Context: an optimization exercise on an open-source flow, tuned for small area. The choices shown serve that exercise and are no tape-out recipe. Only simulation tests tie the RTL to the original design; equivalence was not proved. No activity file was given, so power comes from the tool's default toggle rates. The flow treats the clock pin as an ideal source, which a real chip does not have.

== before ==
==> flow/design.v <==
package dmem_pkg;
  localparam logic [31:0] MMIO_SW_ADDR  = 32'hFFFF_0000;
  localparam logic [31:0] MMIO_HEX_ADDR = 32'hFFFF_0004;
endpackage
module dmem_array (
  input  logic        clk,
  input  logic [15:0] wr_en,
  input  logic [31:0] wdata,
  input  logic [23:0] rsel,
  output logic [31:0] tap
);
  logic [31:0] pos [8][8];
  always_ff @(posedge clk) begin
    for (int r = 0; r < 8; r++) begin
      for (int p = 0; p < 8; p++) begin
        if (p == 0)      pos[r][p] <= wr_en[2*r]   ? wdata : pos[r][7];
        else if (p == 4) pos[r][p] <= wr_en[2*r+1] ? wdata : pos[r][3];
        else             pos[r][p] <= pos[r][p-1];
      end
    end
  end
  always_comb begin
    tap = '0;
    for (int r = 0; r < 8; r++) begin
      tap = tap | ({32{rsel[3*r]}}   & pos[r][0])
                | ({32{rsel[3*r+1]}} & pos[r][3])
                | ({32{rsel[3*r+2]}} & pos[r][6]);
    end
  end
endmodule
module dmem_responder (
  input  logic        clk,
  input  logic        reset,
  input  logic        req_valid,
  input  logic        req_we,
  input  logic [31:0] req_addr,
  input  logic [31:0] req_wdata,
  output logic        req_ready,
  output logic        rsp_valid,
  output logic [31:0] rsp_rdata,
  output logic        rsp_err,
  output logic        busy,
  input  logic [3:0]  sw_in,
  output logic [31:0] hex_out
);
  logic [1:0]  state;
  logic [2:0]  ph;
  logic [31:0] st_q;
  logic [5:0]  idx_q;
  logic        wp_q;
  logic        memrd_q, swrd_q, hexrd_q, hexwr_q, err_q;
  logic [31:0] hex_q;
  logic        accept;
  logic        aligned, lo_zero, hi_ones, is_mem, is_sw, is_hex, a_err;
  logic [2:0]  pslot, bslot;
  logic        hit, rd_bus, rd_q;
  logic [15:0] wr_en;
  logic [23:0] rsel;
  logic [31:0] tap;
  logic        cap_io, st_en;
  logic [31:0] st_d;
  assign busy      = state != 2'd0;
  assign req_ready = state == 2'd0;
  assign rsp_valid = state == 2'd3;
  assign rsp_err   = err_q && rsp_valid;
  assign hex_out   = hex_q;
  assign rsp_rdata = st_q & {32{(memrd_q | swrd_q | hexrd_q) && rsp_valid}};
  assign accept = req_valid && state == 2'd0 && reset;
  assign aligned = req_addr[1:0] == 2'b00;
  assign lo_zero = req_addr[31:8] == 24'h0;
  assign hi_ones = req_addr[31:16] == 16'hFFFF && req_addr[15:3] == 13'h0;
  assign is_mem  = aligned && lo_zero;
  assign is_sw   = hi_ones && req_addr[2:0] == 3'b000;
  assign is_hex  = hi_ones && req_addr[2:0] == 3'b100;
  assign a_err   = !(is_mem || is_hex || (is_sw && !req_we));
  always_ff @(posedge clk or negedge reset) begin
    if (!reset) state <= 2'd0;
    else if (state != 2'd0 || accept) state <= state + 2'd1;
  end
  always_ff @(posedge clk) ph <= ph + 3'd1;
  always_ff @(posedge clk) begin
    if (accept) begin
      idx_q   <= req_addr[7:2];
      wp_q    <= is_mem && req_we;
      memrd_q <= is_mem && !req_we;
      swrd_q  <= is_sw && !req_we;
      hexrd_q <= is_hex && !req_we;
      hexwr_q <= is_hex && req_we;
      err_q   <= a_err;
    end
  end
  assign pslot  = idx_q[2:0] + ph;
  assign bslot  = req_addr[4:2] + ph;
  assign hit    = wp_q && idx_q == req_addr[7:2];
  assign rd_bus = accept && is_mem && !req_we && !hit;
  assign rd_q   = memrd_q && state[1] != state[0];
  always_comb begin
    for (int r = 0; r < 8; r++) begin
      wr_en[2*r]   = wp_q && idx_q[5:3] == 3'(r) && pslot == 3'd7;
      wr_en[2*r+1] = wp_q && idx_q[5:3] == 3'(r) && pslot == 3'd3;
      rsel[3*r]    = (rd_bus && req_addr[7:5] == 3'(r) && bslot == 3'd0) ||
                     (rd_q   && idx_q[5:3]    == 3'(r) && pslot == 3'd0);
      rsel[3*r+1]  = (rd_bus && req_addr[7:5] == 3'(r) && bslot == 3'd3) ||
                     (rd_q   && idx_q[5:3]    == 3'(r) && pslot == 3'd3);
      rsel[3*r+2]  = (rd_bus && req_addr[7:5] == 3'(r) && bslot == 3'd6) ||
                     (rd_q   && idx_q[5:3]    == 3'(r) && pslot == 3'd6);
    end
  end
  assign cap_io = state == 2'd2 && (swrd_q || hexrd_q);
  assign st_en  = (accept && !(is_mem && !req_we && hit)) || (|rsel) || cap_io;
  assign st_d   = ({32{accept && !rd_bus}} & req_wdata)
                | tap
                | ({32{cap_io && hexrd_q}} & hex_q)
                | ({32{cap_io && swrd_q}} & {28'b0, sw_in});
  always_ff @(posedge clk) begin
    if (st_en) st_q <= st_d;
  end
  always_ff @(posedge clk or negedge reset) begin
    if (!reset) hex_q <= '0;
    else if (state == 2'd2 && hexwr_q) hex_q <= st_q;
  end
  dmem_array u_array (
    .clk   (clk),
    .wr_en (wr_en),
    .wdata (st_q),
    .rsel  (rsel),
    .tap   (tap)
  );
endmodule
Settings: LEC_CHECK=0, CAP_MARGIN=0, CORE_MARGIN=2, CORE_UTILIZATION=65, CTS_BUF_LIST=sky130_fd_sc_hd__clkbuf_16, CTS_CLUSTER_DIAMETER=100, CTS_CLUSTER_SIZE=24, SLEW_MARGIN=0, SYNTH_HIERARCHICAL=1; clock period 5.5 ns.
standard.sh (not shown) runs the stock make flow with config.mk's settings and CLKGATE_MAP_FILE= SYNTH_SCRIPT=/design/flow/synth_recipe.tcl, a recipe that flattens the netlist after the stock synthesis.
==> flow/flow/run.sh <==
#!/bin/bash
# Standard ORFS layout (the standard.sh, unchanged synthesis), with two
# changes: clock tree synthesis without dummy loads, and the port buffers
# made with buf_1 instead of the default cell. Each tool's output goes to
# its own log here.
set -euo pipefail
CTS="-sink_clustering_enable -repair_clock_nets -sink_clustering_size 30 -sink_clustering_max_diameter 70 -buf_list sky130_fd_sc_hd__clkbuf_16 -dont_use_dummy_load"
bash standard.sh synth > log_synth.txt 2>&1
bash standard.sh floorplan > log_floorplan.txt 2>&1
BUFFER_PORTS_ARGS="-buffer_cell sky130_fd_sc_hd__buf_1" bash standard.sh place > log_place.txt 2>&1
CTS_ARGS="$CTS" bash standard.sh cts > log_cts.txt 2>&1
bash standard.sh finish > log_finish.txt 2>&1
before reached the final stage; the timing, design-rule and antenna checks on its layout passed.
Here is what was changed in the inputs of after compared with before.
--- a/flow/design.v
+++ b/flow/design.v
@@ -63,7 +63,7 @@
   assign req_ready = state == 2'd0;
   assign rsp_valid = state == 2'd3;
-  assign rsp_err   = err_q && rsp_valid;
+  assign rsp_err   = err_q;
   assign hex_out   = hex_q;
-  assign rsp_rdata = st_q & {32{(memrd_q | swrd_q | hexrd_q) && rsp_valid}};
+  assign rsp_rdata = st_q & {32{memrd_q | swrd_q | hexrd_q}};
   assign accept = req_valid && state == 2'd0 && reset;
   assign aligned = req_addr[1:0] == 2'b00;
==> notes.md <==
- Lower via density per instance was reported by before, not after.
- From before to after the numbers moved as follows: sequential power has decreased; number of buffers other than clock buffers in the final layout picked up an extra 10; detail-routed net length per standard cell moved up; total die area now sits at about the same level; global-route usage picked up an extra 0.53 points.
- after vs before, capturing instance or port of the critical path: st_q[16] vs st_q[0]
- Taking before as the reference point, the period utilization of after falls by 3.5 points.
- Leakage component of the power | after below before
- after against before; count of vias placed by the detailed router is up slightly.

[re-timing with driven ports]
No port has a modelled driver above. Below, the same layouts with a new extraction and two added sets of constraints.
Step 1 assumes that a clkbuf_16 drives the clock port and a buf_2 every other input.
Step 2 also shifts input and output timing later by t, the mid clock arrival at the registers, as if the neighbouring blocks saw the same clock.
Three values: ideal ports, drivers, drivers and shift; two values: the first two.
run	t (ns)	setup slack, ns	worst register clock-pin slew, ns	cell pins on the clock port's net
before	0.705	0.978 / 0.978 / 0.375	0.11 / 0.11	1
after	0.720	1.172 / 1.172 / 0.543	0.11 / 0.11	1
After both steps setup and hold are still met in every run listed. For after, which loses most, drivers alone change the setup slack by 0.000 ns; drivers and shift together by -0.629 ns.
